Context: an optimization exercise on an open-source flow, tuned for small area, a short achievable clock period and few clock cycles per item. The choices shown serve that exercise and are no tape-out recipe. In this exercise RTL edits were held to simulation tests only and were not proved equivalent to the original. No activity file was given, so power comes from the tool's default toggle rates.

## job 5824
## weighted_write_coalescing_buffer_unit
module weighted_write_coalescing_buffer_unit (
   input  logic                               clock,
   input  logic                               reset,
   input  logic                               req_valid,
   output logic                               req_ready,
   input  logic                               req_mode,
   input  logic [wwcb_pkg::ITEM_W-1:0]        req_item_id,
   input  logic [wwcb_pkg::MODEM_W-1:0]       req_modem_index,
   input  logic [wwcb_pkg::CLASS_W-1:0]       req_weight_class,
   output logic                               rsp_valid,
   input  logic                               rsp_ready,
   output logic [wwcb_pkg::ITEM_W-1:0]        rsp_out_item_id,
   output logic [wwcb_pkg::MODEM_W-1:0]       rsp_out_modem_index,
   output logic [wwcb_pkg::SERIAL_W-1:0]      rsp_batch_serial,
   output logic                               rsp_last,
   input  logic                               csr_psel,
   input  logic                               csr_penable,
   input  logic                               csr_pwrite,
   input  logic [wwcb_pkg::CSR_ADDR_W-1:0]    csr_paddr,
   input  logic [wwcb_pkg::CSR_DATA_W-1:0]    csr_pwdata,
   output logic [wwcb_pkg::CSR_DATA_W-1:0]    csr_prdata,
   output logic                               csr_pready
);
Size: roughly 3200 cells after synthesis, roughly 830 flip-flops, ~150 I/O pins, about 40000 um^2 of cells after synthesis.
clock: 6.0 ns
lec_check: 0
cap_margin: 20
core_margin: 2
core_utilization: 40
setup_slack_margin: 3.0
slew_margin: 20
run.sh (not shown) runs the stock make flow with config.mk's settings and CLKGATE_MAP_FILE= SYNTH_SCRIPT=/design/flow/synth_recipe.tcl, a recipe that flattens the netlist after the stock synthesis.
The flow did not stop early for job 5824: all stages ran, and the layout cleared the timing, DRC and antenna checks.
Testbench counts of job 5824, summed over its fixed seeds: cycles 12,315, items 12,000.
--- input diff job 5824..job 5850 ---
Settings: changing SETUP_SLACK_MARGIN from 3.0 to 2.8.
--- outcome ---
Job 5850: PASS, flow complete, no timing, DRC or antenna violations. In job 5850 the part of the total power dissipated in combinational logic turned out 1.4 points lower than in job 5824. Comparing job 5850 and job 5824, the higher worst slack on hold paths was measured on job 5850. Per the comparison of job 5850 with job 5824, shortest period the worst path allows +140 ps; total number of nets in the final design -about 0.9%. Relative to job 5824, clock share of power has gone up in job 5850. Relative to job 5824, final wirelength increased by about 1.1% in job 5850. Per the comparison of job 5850 with job 5824, ratio of cells with drive above 1 in the final layout saw a decrease; worst-margin pin slew saw an increase. In job 5850, the routed length on met2 came out 3.0% above the value in job 5824. Compare job 5850 and job 5824 | sequential share of cell area lower: job 5824. Comparing job 5850 and job 5824, the lower global-route usage was measured on job 5824.
> inputs changed (job 5850 -> job 5946)
Settings: SETUP_SLACK_MARGIN changed from 2.8 to 2.5.
==> flow/flow/run.sh (new file) <==
#!/bin/bash
# Standard layout, with the port buffers made from buf_4 cells instead of the default choice.
cp standard.sh standard_sh_copy.txt
export BUFFER_PORTS_ARGS="-buffer_cell sky130_fd_sc_hd__buf_4"
bash standard.sh > standard_flow.log 2>&1
status=$?
exit $status
==> flow/standard.sh (new file) <==
#!/bin/bash
# synth_recipe.tcl (not shown) runs the flow's synth.tcl, then flattens the netlist and writes it again
# the make line also repeats each setting of config.mk as NAME=value (left out here)
make -C /OpenROAD-flow-scripts/flow DESIGN_CONFIG=/design/flow/config.mk WORK_HOME=/design/flow/orfs CLKGATE_MAP_FILE= SYNTH_SCRIPT=/design/flow/synth_recipe.tcl "${@:-finish}"
removed: flow/run.sh
[summary]
Compared with job 5850, in job 5946 clock share of power picked up an extra 1.0 points; final worst hold slack lost 6.5 ps; global-route usage lost 0.89 points.

========
exp/umber:
Starting RTL as in the previous note.
export LEC_CHECK = 0
export CAP_MARGIN = 20
export CORE_MARGIN = 2
export CORE_UTILIZATION = 40
export SETUP_SLACK_MARGIN = 3.1
export SLEW_MARGIN = 20
create_clock -name core_clock -period 6.0 [get_ports {clock}]
Stock flow here: none of the scripts above is used.
Testbench counts of exp/umber, summed over its fixed seeds: cycles 12,315, items 12,000.
#### Input delta (exp/zinc over exp/umber)
Settings: SETUP_SLACK_MARGIN: 3.1 -> 2.2.
Results
exp/zinc: number of fill cells is 217 higher than what exp/umber reported. Min number of nets in the layout across exp/umber and exp/zinc: exp/zinc. In exp/zinc the final design area excluding fillers turned out 5.2% lower than in exp/umber. Summary of the comparison: number of non-clock buffers is lower in exp/zinc, relative to exp/umber. On maximum frequency, the higher figure sits with exp/umber, not exp/zinc. Going from exp/umber to exp/zinc, the area overhead of the layout relative to synthesis was found to have gone down by 6.4 points. Taking exp/umber as the reference, in exp/zinc setup slack after layout shrank by 520 ps; post-synthesis cell area now sits at about the same level. Summary — instance count on the critical path, exp/zinc relative to exp/umber: lower, by 1.
For exp/maple, these inputs were changed with respect to exp/zinc:
Settings: swapping 2.2 for 2.5 in SETUP_SLACK_MARGIN.
## What came out
Delta (exp/maple minus exp/zinc): sequential share of layout area went down by 0.23 points; met2 layer usage reported by global route rose by 0.30 points; wire length reported by the detailed router roughly the same; share of layout cells above drive strength 1 moved up.
Via density per instance: higher on exp/zinc
Looking at exp/zinc and exp/maple, the part of the total power dissipated in the clock network is a wash.
Reported for exp/zinc and exp/maple, number of non-clock inverters in the layout turned out identical to the last digit.
Between exp/zinc and exp/maple, the difference in overall power of the completed layout is negligible.

what the ideal ports hide:
In the flow no input, the clock included, has a driving cell. The finished layouts below were timed again as built, in two steps.
Step 1: set_driving_cell puts a clkbuf_16 on clock and a buf_2 on each other input, an assumption about the parent block.
Step 2, shift: input delay + t, output delay - t, t = (earliest + latest rising clock arrival at the registers) / 2. This alone moves slack from input paths to output paths.
a / b / c = no drivers / after step 1 / after step 2; a / b = the first two.
run	t, ns	setup WS [ns]	hold WS [ns]	pins driven straight from the clock port
job 5824	0.736	2.753 / 2.753 / 2.473	0.419 / 0.419 / 0.419	1
job 5850	0.742	2.612 / 2.612 / 2.183	0.424 / 0.424 / 0.424	1
job 5946	0.731	2.333 / 2.333 / 2.333	0.418 / 0.418 / 0.418	1
exp/umber	0.746	2.660 / 2.660 / 2.308	0.415 / 0.415 / 0.415	1
exp/zinc	0.750	2.137 / 2.137 / 1.743	0.419 / 0.419 / 0.419	1
exp/maple	0.750	2.333 / 2.333 / 1.910	0.419 / 0.419 / 0.419	1
After both steps setup and hold are still met in every run listed. The setup slack of job 5850, which loses most, moves by 0.000 ns with the drivers and by -0.429 ns with both steps.
